This design comes from an exercise in tuning for small area, a short achievable clock period and few clock cycles per item on the open sky130 flow, not from production work. At most, simulation tests tie the RTL to the original design; equivalence was not proved. Power figures rest on the tool's default switching activity, not on a simulated workload.

==> run a: inputs <==
## positional_char_list
module positional_char_list (
   input  logic       clock,
   input  logic       reset,
   input  logic       req_valid,
   output logic       req_ready,
   input  logic [1:0] req_kind,
   input  logic [6:0] req_position,
   input  logic [7:0] req_new_item,
   output logic       rsp_valid,
   input  logic       rsp_ready,
   output logic [2:0] rsp_status,
   output logic [7:0] rsp_value,
   output logic       rsp_last
);
   localparam int LW = pcl_pkg::LEN_W;
   logic          ready_ff, ready_i_ff, ready_in;
   logic [LW-1:0] len_ff, len_p1_ff, len_p2_ff, len_m1_ff;
   logic [LW-1:0] len_eff, len_eff_m1;
   logic [6:0]    pos_m1;
   logic          p_lt_len, p_le_len, pm1_le_len, pm2_le_len;
   logic          r_ins_ff, r_del_ff, r_get_ff, r_list_ff, r_err_ff;
   logic [2:0]    r_status_ff;
   logic [63:0]   r_ge_ff;
   logic [7:0]    r_item_ff;
   logic          r_last_ff;
   logic          o0_valid_ff, o0_busy_ff, o1_valid_ff;
   logic [2:0]    o0_status_ff, o1_status_ff;
   logic [7:0]    o0_value_ff, o1_value_ff;
   logic          o0_last_ff, o1_last_ff;
   logic          take, is_list_kind;
   logic [5:0]    k;
   logic          pos_zero, add_ok, acc_ok, len_full, len_zero, len_one;
   logic          a_ins, a_del, a_get, a_list, a_err;
   logic [2:0]    a_status;
   logic [7:0]    rd_data;
   logic          beat, can_push, push, done;
   logic [2:0]    b_status;
   logic          b_last, b_data;
   logic          o0_load, o1_valid_in, o0_valid_in;
   logic          sel_b, sel_bd, sel_o1, sel_o0;
   logic          last_next;
   assign take         = ready_i_ff && req_valid;
   assign is_list_kind = (req_kind == pcl_pkg::KIND_LIST);
   assign pos_zero     = (req_position == 7'd0);
   always_comb begin
  ...
make LEC_CHECK=0 CAP_MARGIN=20 CORE_MARGIN=2 CORE_UTILIZATION=40 SETUP_SLACK_MARGIN=3.7 SLEW_MARGIN=20 SYNTH_HIERARCHICAL=1 finish   # period 6.0 ns
run.sh (not shown) runs the stock make flow with config.mk's settings and CLKGATE_MAP_FILE= SYNTH_SCRIPT=/design/flow/synth_recipe.tcl, a recipe that flattens the netlist after the stock synthesis.
==> run b (differences from run a) <==
--- a/flow/design.v
+++ b/flow/design.v
@@ -9,30 +9,39 @@
    localparam logic [2:0] ST_VALUE   = 3'd0;
    localparam logic [2:0] ST_INVALID = 3'd1;
    localparam logic [2:0] ST_FULL    = 3'd2;
    localparam logic [2:0] ST_ELEMENT = 3'd3;
    localparam logic [2:0] ST_EMPTY   = 3'd4;
 endpackage
 module pcl_store (
-   input  logic        clock,
-   input  logic        ins_en,
-   input  logic        del_en,
-   input  logic [63:0] ge,
-   input  logic [7:0]  item,
-   output logic [7:0]  rd_data
+   input  logic       clock,
+   input  logic       ins_en,
+   input  logic       del_en,
+   input  logic [7:0] hi_ge,
+   input  logic [7:0] lo_ge,
+   input  logic [7:0] item,
+   output logic [7:0] rd_data
 );
    localparam int N = pcl_pkg::CAPACITY;
    logic [7:0]   item_ff [N];
    logic [7:0]   item_in [N];
-   logic [N-1:0] gt, eq;
+   logic [7:0]   hi_eq, hi_gt, lo_eq, lo_gt;
+   logic [N-1:0] ge, gt, eq;
    logic [N-1:0] s_hold, s_below, s_above, s_new;
    always_comb begin
+      for (int j = 0; j < 8; j++) begin
+         hi_gt[j] = (j == 0) ? 1'b0 : hi_ge[j-1];
+         lo_gt[j] = (j == 0) ? 1'b0 : lo_ge[j-1];
+         hi_eq[j] = hi_ge[j] && !hi_gt[j];
+         lo_eq[j] = lo_ge[j] && !lo_gt[j];
+      end
       for (int i = 0; i < N; i++) begin
-         gt[i] = (i == 0) ? 1'b0 : ge[i-1];
-         eq[i] = ge[i] && !gt[i];
+         eq[i] = hi_eq[i/8] && lo_eq[i%8];
+         gt[i] = hi_gt[i/8] || (hi_eq[i/8] && lo_gt[i%8]);
+         ge[i] = hi_gt[i/8] || (hi_eq[i/8] && lo_ge[i%8]);
       end
       for (int i = 0; i < N; i++) begin
          s_new[i]   = ins_en && eq[i];
          s_below[i] = (i == 0) ? 1'b0 : (ins_en && gt[i]);
          s_above[i] = (i == N - 1) ? 1'b0 : (del_en && ge[i]);
          s_hold[i]  = !(ge[i] && (ins_en || (del_en && i != N - 1)));
       end
@@ -44,56 +53,20 @@
       end
    end
    always_ff @(posedge clock) begin
       for (int i = 0; i < N; i++) begin
          item_ff[i] <= item_in[i];
       end
    end
-   logic [7:0] grp [8];
-   for (genvar j = 0; j < 8; j++) begin : g_rd
-      pcl_sel8 u_sel (
-         .sel (eq[8*j +: 8]),
-         .d0  (item_ff[8*j]),
-         .d1  (item_ff[8*j+1]),
-         .d2  (item_ff[8*j+2]),
-         .d3  (item_ff[8*j+3]),
-         .d4  (item_ff[8*j+4]),
-         .d5  (item_ff[8*j+5]),
-         .d6  (item_ff[8*j+6]),
-         .d7  (item_ff[8*j+7]),
-         .q   (grp[j])
-      );
-   end
-   pcl_or8 u_or (
-      .d0 (grp[0]),
-      .d1 (grp[1]),
-      .d2 (grp[2]),
-      .d3 (grp[3]),
-      .d4 (grp[4]),
-      .d5 (grp[5]),
-      .d6 (grp[6]),
-      .d7 (grp[7]),
-      .q  (rd_data)
-   );
-endmodule
-module pcl_sel8 (
-   input  logic [7:0] sel,
-   input  logic [7:0] d0, d1, d2, d3, d4, d5, d6, d7,
-   output logic [7:0] q
-);
-   assign q = ({8{sel[0]}} & d0) | ({8{sel[1]}} & d1)
-            | ({8{sel[2]}} & d2) | ({8{sel[3]}} & d3)
-            | ({8{sel[4]}} & d4) | ({8{sel[5]}} & d5)
-            | ({8{sel[6]}} & d6) | ({8{sel[7]}} & d7);
-endmodule
-module pcl_or8 (
-   input  logic [7:0] d0, d1, d2, d3, d4, d5, d6, d7,
-   output logic [7:0] q
-);
-   assign q = d0 | d1 | d2 | d3 | d4 | d5 | d6 | d7;
+   always_comb begin
+      rd_data = '0;
+      for (int i = 0; i < N; i++) begin
+         rd_data = rd_data | ({8{eq[i]}} & item_ff[i]);
+      end
+   end
 endmodule
 module positional_char_list (
    input  logic       clock,
    input  logic       reset,
    input  logic       req_valid,
    output logic       req_ready,
    input  logic [1:0] req_kind,
@@ -103,21 +76,20 @@
    input  logic       rsp_ready,
    output logic [2:0] rsp_status,
    output logic [7:0] rsp_value,
    output logic       rsp_last
 );
    localparam int LW = pcl_pkg::LEN_W;
    logic          ready_ff, ready_i_ff, ready_in;
-   logic [LW-1:0] len_ff, len_p1_ff, len_p2_ff, len_m1_ff;
-   logic [LW-1:0] len_eff, len_eff_m1;
+   logic [LW-1:0] len_ff, len_eff, len_eff_m1;
    logic [6:0]    pos_m1;
    logic          p_lt_len, p_le_len, pm1_le_len, pm2_le_len;
    logic          r_ins_ff, r_del_ff, r_get_ff, r_list_ff, r_err_ff;
    logic [2:0]    r_status_ff;
-   logic [63:0]   r_ge_ff;
+   logic [7:0]    r_hi_ff, r_lo_ff;
    logic [7:0]    r_item_ff;
    logic          r_last_ff;
    logic          o0_valid_ff, o0_busy_ff, o1_valid_ff;
    logic [2:0]    o0_status_ff, o1_status_ff;
    logic [7:0]    o0_value_ff, o1_value_ff;
    logic          o0_last_ff, o1_last_ff;
    logic          take, is_list_kind;
@@ -133,30 +105,32 @@
    logic          sel_b, sel_bd, sel_o1, sel_o0;
    logic          last_next;
    assign take         = ready_i_ff && req_valid;
    assign is_list_kind = (req_kind == pcl_pkg::KIND_LIST);
    assign pos_zero     = (req_position == 7'd0);
    always_comb begin
       if (r_ins_ff) begin
-         len_eff = len_p1_ff;
+         len_eff    = len_ff + LW'(1);
+         len_eff_m1 = len_ff;
       end else if (r_del_ff) begin
-         len_eff = len_m1_ff;
+         len_eff    = len_ff - LW'(1);
+         len_eff_m1 = len_ff - LW'(2);
       end else begin
-         len_eff = len_ff;
+         len_eff    = len_ff;
+         len_eff_m1 = len_ff - LW'(1);
       end
    end
-   assign len_eff_m1   = len_eff - LW'(1);
    assign len_full     = (len_eff == LW'(pcl_pkg::CAPACITY));
    assign len_zero     = (len_eff == '0);
    assign len_one      = (len_eff == LW'(1));
    assign pos_m1       = req_position - 7'd1;
    assign p_lt_len     = (req_position < len_ff);
    assign p_le_len     = (req_position <= len_ff);
-   assign pm1_le_len   = (req_position <= len_p1_ff);
-   assign pm2_le_len   = (req_position <= len_p2_ff);
+   assign pm1_le_len   = (req_position <= len_ff + 7'd1);
+   assign pm2_le_len   = (req_position <= len_ff + 7'd2);
    always_comb begin
       if (r_ins_ff) begin
          acc_ok = !pos_zero && pm1_le_len;
          add_ok = !pos_zero && pm2_le_len;
       end else if (r_del_ff) begin
          acc_ok = !pos_zero && p_lt_len;
          add_ok = !pos_zero && p_le_len;
@@ -199,15 +173,16 @@
          end
       endcase
    end
    pcl_store u_store (
       .clock   (clock),
       .ins_en  (r_ins_ff),
       .del_en  (r_del_ff),
-      .ge      (r_ge_ff),
+      .hi_ge   (r_hi_ff),
+      .lo_ge   (r_lo_ff),
       .item    (r_item_ff),
       .rd_data (rd_data)
    );
    assign beat      = r_get_ff || r_list_ff || r_err_ff;
    assign can_push  = !o1_valid_ff;
    assign push      = beat && can_push;
    assign done      = can_push && (!r_list_ff || r_last_ff);
@@ -239,17 +214,14 @@
       end
    end
    always_ff @(posedge clock) begin
       if (reset) begin
          ready_ff    <= 1'b1;
          ready_i_ff  <= 1'b1;
          len_ff      <= '0;
-         len_p1_ff   <= LW'(1);
-         len_p2_ff   <= LW'(2);
-         len_m1_ff   <= '1;
          r_ins_ff    <= 1'b0;
          r_del_ff    <= 1'b0;
          r_get_ff    <= 1'b0;
          r_list_ff   <= 1'b0;
          r_err_ff    <= 1'b0;
          o0_valid_ff <= 1'b0;
          o0_busy_ff  <= 1'b0;
@@ -257,17 +229,14 @@
       end else begin
          ready_ff    <= ready_in;
          ready_i_ff  <= ready_in;
          o0_valid_ff <= o0_valid_in;
          o0_busy_ff  <= o0_valid_in;
          o1_valid_ff <= o1_valid_in;
          len_ff      <= len_eff;
-         len_p1_ff   <= len_eff + LW'(1);
-         len_p2_ff   <= len_eff + LW'(2);
-         len_m1_ff   <= len_eff_m1;
          if (ready_i_ff) begin
             r_ins_ff  <= take && a_ins;
             r_del_ff  <= take && a_del;
             r_get_ff  <= take && a_get;
             r_list_ff <= take && a_list;
             r_err_ff  <= take && a_err;
          end else begin
@@ -280,37 +249,41 @@
             end
          end
       end
    end
    always_ff @(posedge clock) begin
       if (ready_i_ff) begin
          r_status_ff <= a_status;
-         for (int i = 0; i < 64; i++) begin
-            r_ge_ff[i] <= is_list_kind || (req_position <= 7'(i + 1));
+         for (int j = 0; j < 8; j++) begin
+            r_hi_ff[j] <= (3'(j) >= k[5:3]);
+            r_lo_ff[j] <= (3'(j) >= k[2:0]);
          end
          r_item_ff   <= is_list_kind ? 8'(len_eff_m1) : req_new_item;
          r_last_ff   <= len_one;
       end else if (push) begin
-         r_ge_ff     <= {r_ge_ff[62:0], 1'b0};
+         r_lo_ff     <= r_lo_ff[6] ? {r_lo_ff[6:0], 1'b0} : 8'hff;
+         if (!r_lo_ff[6]) begin
+            r_hi_ff  <= {r_hi_ff[6:0], 1'b0};
+         end
          r_item_ff   <= r_item_ff - 8'd1;
          r_last_ff   <= last_next;
       end
    end
    always_ff @(posedge clock) begin
       o0_status_ff <= ({3{sel_o1}} & o1_status_ff) | ({3{sel_b}} & b_status)
                     | ({3{sel_o0}} & o0_status_ff);
       o0_value_ff  <= ({8{sel_o1}} & o1_value_ff) | ({8{sel_bd}} & rd_data)
                     | ({8{sel_o0}} & o0_value_ff);
       o0_last_ff   <= (sel_o1 && o1_last_ff) || (sel_b && b_last)
                     || (sel_o0 && o0_last_ff);
-      o1_status_ff <= ({3{!o1_valid_ff}} & b_status)
-                    | ({3{o1_valid_ff}} & o1_status_ff);
-      o1_value_ff  <= ({8{!o1_valid_ff && b_data}} & rd_data)
-                    | ({8{o1_valid_ff}} & o1_value_ff);
-      o1_last_ff   <= (!o1_valid_ff && b_last) || (o1_valid_ff && o1_last_ff);
+      if (!o1_valid_ff) begin
+         o1_status_ff <= b_status;
+         o1_value_ff  <= b_data ? rd_data : 8'd0;
+         o1_last_ff   <= b_last;
+      end
    end
    assign req_ready  = ready_ff;
    assign rsp_valid  = o0_valid_ff;
    assign rsp_status = o0_status_ff;
    assign rsp_value  = o0_value_ff;
    assign rsp_last   = o0_last_ff;
 endmodule
Settings changed: SETUP_SLACK_MARGIN 3.7 to 3.3, SYNTH_HIERARCHICAL 1 to unset.
==> summary.txt <==
- In run a the combinational power is higher than in run b, by about 70%.
- Of run a and run b, run a has the higher register-to-register slack (gap 0.34 ns).
- Against run a, the die area of run b is smaller by about 10%.
- Between run b and run a, the lower clock power is in run b (gap 9.1%, measured against run a).
- In run b the cell count is larger than in run a, by about 5%.
- Final area: run b is lower than run a (about 6%).
- Between run b and run a, the lower flip-flop and latch count is in run b (gap 68).
- In run b the first-iteration DRC count is larger than in run a, by about 110%.
- In run b the setup slack is lower than in run a, by 0.34 ns.
Testbench counts of run a, summed over its fixed seeds: cycles 12,369, items 4,808.
The RTL of run b was laid out without a check of its function.

## static timing again, ports no longer ideal
How much do the figures lean on ideal ports? The routed layouts below were timed once more, with nothing changed but the port constraints.
Step 1: set_driving_cell puts a clkbuf_16 on clock and a buf_2 on each other input, an assumption about the parent block.
Step 2 also shifts input and output timing later by t, the mid clock arrival at the registers, as if the neighbouring blocks saw the same clock.
Three values: no drivers, after step 1, after step 2; two values: the first two.
run | t (ns) | setup WS [ns] | clock arrival spread, ns | worst register clock-pin slew, ns | worst slew at a driven data input, ns
run a | 0.679 | 3.370 / 3.370 / 2.772 | 0.031 / 0.032 | 0.06 / 0.06 | 0.14
run b | 0.686 | 3.026 / 3.026 / 2.747 | 0.034 / 0.033 | 0.07 / 0.07 | 0.04
After both steps setup and hold are still met in every run listed. For run a, which loses most, drivers alone change the setup slack by 0.000 ns; drivers and shift together by -0.598 ns.
